This design comes from an exercise in tuning for small area on the open sky130 flow, not from production work. The RTL was checked by simulation tests, not by an equivalence proof against the original design. No activity file was given, so power comes from the tool's default toggle rates.

Design mc51_cu, start of the top module:
module mc51_cu #(
	parameter int IRAM_DEPTH = 128
) (
	input  wire                        clk,
	input  wire                        reset_n,
	input  wire  [20:0]                i_dec_flat,
	input  wire  [47:0]                i_addr_flat,
	input  wire  [24:0]                i_alu_flat,
	input  wire  [7:0]                 i_mem_wdata,
	input  wire  [7:0]                 i_mem_rdata,
	input  wire                        i_data_rdy,
	output logic [2:0]                 o_bus,
	output logic [3:0]                 o_state,
	output logic [15:0]                o_pc,
	output logic [23:0]                o_bufs,
	output logic [47:0]                o_regs,
	output logic                       o_err_halt
);
clock: 8.0 ns
lec_check: 0
cap_margin: 20
core_margin: 2
core_utilization: 40
cts_cluster_diameter: 120
cts_cluster_size: 25
gpl_timing_driven: 0
setup_slack_margin: 0.3
slew_margin: 20
synth_hierarchical: 1
synth_minimum_keep_size: 0
standard.sh (not shown) runs the stock make flow with config.mk's settings and CLKGATE_MAP_FILE= SYNTH_SCRIPT=/design/flow/synth_recipe.tcl, a recipe that flattens the netlist after the stock synthesis.
==> flow/flow/run.sh <==
#!/bin/bash
# Own layout flow: the standard ORFS flow (standard.sh, its synthesis
# unchanged) with two changes to how the layout is built:
#  - ports get 1x buffers (sky130_fd_sc_hd__buf_1) instead of delay buffers,
#  - clock tree: sink clusters of up to 30 within 90 um, no dummy loads,
# The make output goes to standard.log; every ORFS step keeps its own log
# under orfs/logs/.
set -euo pipefail
export BUFFER_PORTS_ARGS="-buffer_cell sky130_fd_sc_hd__buf_1"
export CTS_ARGS="-sink_clustering_enable -repair_clock_nets -sink_clustering_size 30 -sink_clustering_max_diameter 90 -dont_use_dummy_load"
bash standard.sh > standard.log 2>&1
The starting point completed without violations.
Next try:
- SETUP_SLACK_MARGIN: 0.3 -> unset
What happened: Setup slack got worse by 470 ps. Clock power hardly moves. Non-clock buffer count stays the same. Via count decreases by 0.42%. Power decreases by 0.63%. Combinational power decreases by about 2%.

quartz:
Another version of the RTL of mc51_cu (not shown whole).
Size: ~3000 cells after synthesis, about 210 I/O pins, ~36000 um^2 of cells after synthesis.
Settings: LEC_CHECK=0, CAP_MARGIN=20, CORE_MARGIN=2, CORE_UTILIZATION=40, CTS_CLUSTER_DIAMETER=120, CTS_CLUSTER_SIZE=25, SLEW_MARGIN=20, SYNTH_HIERARCHICAL=1, SYNTH_MINIMUM_KEEP_SIZE=0; clock period 8.0 ns.
run.sh (not shown) runs the stock make flow with config.mk's settings and CLKGATE_MAP_FILE= SYNTH_SCRIPT=/design/flow/synth_recipe.tcl, a recipe that flattens the netlist after the stock synthesis.
Stock flow here: none of the scripts above is used.
quartz completed; timing, DRC and antenna clean
Input changes introduced in raven (baseline for comparison: quartz):
==> flow/flow/run.sh (new file) <==
#!/bin/bash
# Own layout flow: the standard ORFS flow (standard.sh, its synthesis
# unchanged) with three changes to how the layout is built:
#  - ports get 1x buffers (sky130_fd_sc_hd__buf_1) instead of delay buffers,
#  - clock tree: sink clusters of up to 25 within 120 um, no dummy loads,
#  - power recovery after global routing (downsizes non-critical cells).
# The make output goes to standard.log; every ORFS step keeps its own log
# under orfs/logs/.
set -euo pipefail
export BUFFER_PORTS_ARGS="-buffer_cell sky130_fd_sc_hd__buf_1"
export CTS_ARGS="-sink_clustering_enable -repair_clock_nets -sink_clustering_size 25 -sink_clustering_max_diameter 120 -dont_use_dummy_load"
export RECOVER_POWER=100
bash standard.sh > standard.log 2>&1
==> flow/standard.sh (new file) <==
#!/bin/bash
# synth_recipe.tcl (not shown) runs the flow's synth.tcl, then flattens the netlist and writes it again
# the make line also repeats each setting of config.mk as NAME=value (left out here)
make -C /OpenROAD-flow-scripts/flow DESIGN_CONFIG=/design/flow/config.mk WORK_HOME=/design/flow/orfs CLKGATE_MAP_FILE= SYNTH_SCRIPT=/design/flow/synth_recipe.tcl "${@:-finish}"
removed: flow/run.sh
Results
To summarise raven: no stage aborted, but the layout did not pass its checks, failing on capacitance limit, slew limit.
Diff quartz -> raven: achievable frequency went up, count of placed standard cells in the final layout, fillers left out went down, worst setup slack went up.
quartz -> raven: clock buffer count in the final layout decreased by more than 10%
Sequential share of layout area for raven: 3.0 points up relative to quartz
Clock insertion delay at the later pin of the skew report: quartz vs raven, no meaningful difference
Sort quartz and raven by non-clock buffer count asc -> top: raven

port drivers added, routing unchanged:
The results above use ideal ports. As a check the final layouts listed here were re-extracted and re-timed, cells and wires unchanged.
Step 1 (the two cells are an assumption about what drives the block):
set clk [get_ports {clk}]
set_driving_cell -lib_cell sky130_fd_sc_hd__clkbuf_16 $clk
set_driving_cell -lib_cell sky130_fd_sc_hd__buf_2 [delete_from_list [all_inputs] $clk]
Step 2 moves the port delays by t, midway between the first and last clock arrival at a register: inputs arrive t later, outputs are due t later. That takes back most of the time a late clock gives input paths.
a / b / c = ideal / step 1 / step 2; a / b = the first two.
| run | t (ns) | setup WS [ns] | worst register clock-pin slew, ns |
|---|---|---|---|
| the first run of note 1 | 0.668 | 0.611 / 0.611 / 0.020 | 0.12 / 0.12 |
| the second run of note 1 | 0.669 | 0.137 / 0.137 / -0.341 | 0.12 / 0.12 |
| quartz | 0.700 | 0.255 / 0.295 / -0.404 | 0.11 / 0.11 |
| raven | 0.681 | 0.313 / 0.358 / -0.323 | 0.11 / 0.11 |
The setup slack of quartz, which loses most, moves by +0.040 ns with the drivers and by -0.659 ns with both steps.
